Source: an optimization exercise on an open RTL-to-GDS flow (aim: small area and a short achievable clock period). Production flows keep margins and buffers that such runs may drop.
In this exercise RTL edits were held to simulation tests only and were not proved equivalent to the original.

Design ldpc_dec_out_serializer, start of the top module:
module ldpc_dec_out_serializer #(
  parameter int ZC              = ldpc_dec_pkg::ZC,
  parameter int DEC_OUT_LIFTING = ldpc_dec_pkg::DEC_OUT_LIFTING,
  parameter int OUT_W           = 64,
  parameter int FIFO_DEPTH      = 4,
  parameter int WORDS_23        = ldpc_dec_pkg::WORDS_23,
  parameter int WORDS_78        = ldpc_dec_pkg::WORDS_78,
  parameter int BLK_NUM         = ldpc_dec_pkg::BLK_NUM
) (
  input  logic                        clk,
  input  logic                        rst,
  input  logic [2:0]                  iLs,
  input  logic                        dec_valid,
  input  logic [2:0]                  dec_valid_cnt,
  input  logic [ZC*DEC_OUT_LIFTING-1:0] dec_data,
  output logic [OUT_W-1:0]            m_tdata,
  output logic                        m_tvalid,
  input  logic                        m_tready,
  output logic                        m_tlast,
  output logic [2:0]                  m_tuser,
  output logic                        ovf,
  output logic                        mode_err,
  output logic                        blk_done,
  output logic                        done_all
);
Size in the first run: roughly 4,300 cells after synthesis, about 2,700 flip-flops, ~600 I/O pins, ~93,000 sq um of cells after synthesis.
export LEC_CHECK = 0
export CAP_MARGIN = 20
export CORE_MARGIN = 2
export CORE_UTILIZATION = 55
export CTS_CLUSTER_DIAMETER = 80
export CTS_CLUSTER_SIZE = 25
export PLACE_DENSITY = 0.65
export SETUP_SLACK_MARGIN = 2.7
export SLEW_MARGIN = 20
export SYNTH_HIERARCHICAL = 1
export SYNTH_MINIMUM_KEEP_SIZE = 0
export BUFFER_PORTS_ARGS = -buffer_cell sky130_fd_sc_hd__buf_1
create_clock -name core_clock -period 5.0 [get_ports {clk}]
standard.sh (not shown) runs the stock make flow with config.mk's settings and CLKGATE_MAP_FILE= SYNTH_SCRIPT=/design/flow/synth_recipe.tcl, a recipe that flattens the netlist after the stock synthesis.
==> flow/flow/run.sh <==
#!/bin/bash
set -euo pipefail
cat >> config.mk <<'EOF'
export BUFFER_PORTS_ARGS = -buffer_cell sky130_fd_sc_hd__buf_1
EOF
bash standard.sh finish > standard_flow.log 2>&1
Change:
--- a/flow/design.v
+++ b/flow/design.v
@@ -83,25 +83,25 @@
   logic [NH-1:0]                hh;        
   logic [NH-1:0]                hw;        
   logic                         hw_free;   
   logic                         hw_end;    
   logic [NH-1:0]                hen;
   logic [BEATS-1:0]             csel;      
   logic [NS-1:0][BEATS-1:1]     sel;       
   logic [NH-1:0]                sel0;      
   logic [NS-1:0][BW-1:0]        slot;
   logic [NH-1:0][HW-1:0]        head;
   logic                         cur_last;  
   logic [BKW-1:0]               blk_cnt;
-  logic [OUT_W-1:0]             tdata_hn;
+  logic [OUT_W-1:0]             tdata_h;
   logic [2:0]                   tuser_h;
   logic                         tlast_h;
   logic                         ovf_h, merr_h, done_h;
   logic                         hs, eow, pop, push, full, qne, load, done_set;
   logic                         snd_n, lastb_n;
   logic [BEATS-1:0]             bsel_n, csel_n;
   logic [FIFO_DEPTH-1:0]        qth_n;
   logic [NS-1:0]                hd_n, wp_n;
   logic [NH-1:0]                hh_n, hw_n;
   logic [OUT_W-1:0]             nxt_data;
   logic [2:0]                   nxt_user;
   logic                         nxt_last, head_last;
@@ -112,25 +112,25 @@
       mode_ok = 1'b0;
       if (iLs == ldpc_dec_pkg::ILS_23) begin
         words_cur = WCW'(WORDS_23);
         mode_ok   = 1'b1;
       end else if (iLs == ldpc_dec_pkg::ILS_78) begin
         words_cur = WCW'(WORDS_78);
         mode_ok   = 1'b1;
       end
     end
   end
   assign offer     = dec_valid && !done_h;
   assign word_in   = offer && mode_ok;
-  assign word_last = (wcnt == '0) ? (words_cur == WCW'(1)) : (wcnt == words_q - 1'b1);
+  assign word_last = (wcnt == words_cur - 1'b1);
   assign hs        = snd && m_tready;
   assign eow       = hs && lastb;
   assign qne       = qth[0];
   assign full      = qth[FIFO_DEPTH-1];
   assign pop       = qne && (!snd || eow);
   assign push      = word_in && (!full || pop);
   assign load      = !snd || hs;
   always_ff @(posedge clk) begin
     if (rst) begin
       wcnt     <= '0;
       words_q  <= '0;
     end else if (word_in) begin
@@ -257,44 +257,43 @@
   end
   always_comb begin
     nxt_user  = '0;
     head_last = 1'b0;
     for (int j = 0; j < NH; j++) begin
       nxt_user  = nxt_user | ({3{sel0[j]}} & head[j][3:1]);
       head_last = head_last | (sel0[j] & head[j][0]);
     end
     nxt_last = cur_last && csel[BEATS-1];
   end
   always_ff @(posedge clk) begin
     if (load) begin
-      tdata_hn <= ~nxt_data;
+      tdata_h <= nxt_data;
       tlast_h <= nxt_last;
       if (csel[0]) begin
         tuser_h  <= nxt_user;
         cur_last <= head_last;
       end
     end
   end
   always_ff @(posedge clk) begin
     if (rst) begin
+      m_tdata <= '0;
       m_tuser <= '0;
       m_tlast <= 1'b0;
     end else begin
+      m_tdata <= load ? nxt_data : tdata_h;
       m_tuser <= (load && csel[0]) ? nxt_user : tuser_h;
       m_tlast <= load ? nxt_last : tlast_h;
     end
   end
-  always_ff @(posedge clk) begin
-    m_tdata <= load ? nxt_data : ~tdata_hn;
-  end
   assign done_set = hs && tlast_h && (blk_cnt == BKW'(BLK_NUM - 1));
   always_ff @(posedge clk) begin
     if (rst) begin
       blk_done <= 1'b0;
       done_h   <= 1'b0;
       done_all <= 1'b0;
       blk_cnt  <= '0;
     end else begin
       blk_done <= hs && tlast_h;
       if (hs && tlast_h) blk_cnt <= blk_cnt + 1'b1;
       if (done_set) done_h <= 1'b1;
       done_all <= done_h || done_set;
The new run finished with timing, DRC and antenna clean.
Wire length is lower by 0.81%.
Critical path depth is unchanged.
Count of clock-buffer cells in the layout is higher by 5.
Hold slack improved by 0.028 ns.
Sequential cell count is unchanged.
Synthesized cell count is higher by 3.6%.
Die area barely changes.

-- static timing again, ports no longer ideal --
How much do the figures lean on ideal ports? The routed layouts below were timed once more, with nothing changed but the port constraints. Step 1 (the two cells are an assumption about what drives the block):
set clk [get_ports {clk}]
set_driving_cell -lib_cell sky130_fd_sc_hd__clkbuf_16 $clk
set_driving_cell -lib_cell sky130_fd_sc_hd__buf_2 [delete_from_list [all_inputs] $clk]
Step 2, shift: input delay + t, output delay - t, t = (earliest + latest rising clock arrival at the registers) / 2. This alone moves slack from input paths to output paths. a / b / c = ideal ports / drivers / drivers and shift; a / b = the first two.
run | shift t [ns] | setup WS [ns] | worst hold slack (ns) | latest minus earliest clock arrival (ns) | pins driven straight from the clock port
the first run | 0.908 | 2.647 / 2.553 / 1.892 | 0.419 / 0.417 / 0.419 | 0.043 / 0.042 | 1
the second run | 0.897 | 2.644 / 2.553 / 1.943 | 0.448 / 0.413 / 0.460 | 0.041 / 0.041 | 1
After both steps every run listed still meets setup and hold. For the first run, which loses most, drivers alone change the setup slack by -0.094 ns; drivers and shift together by -0.755 ns.
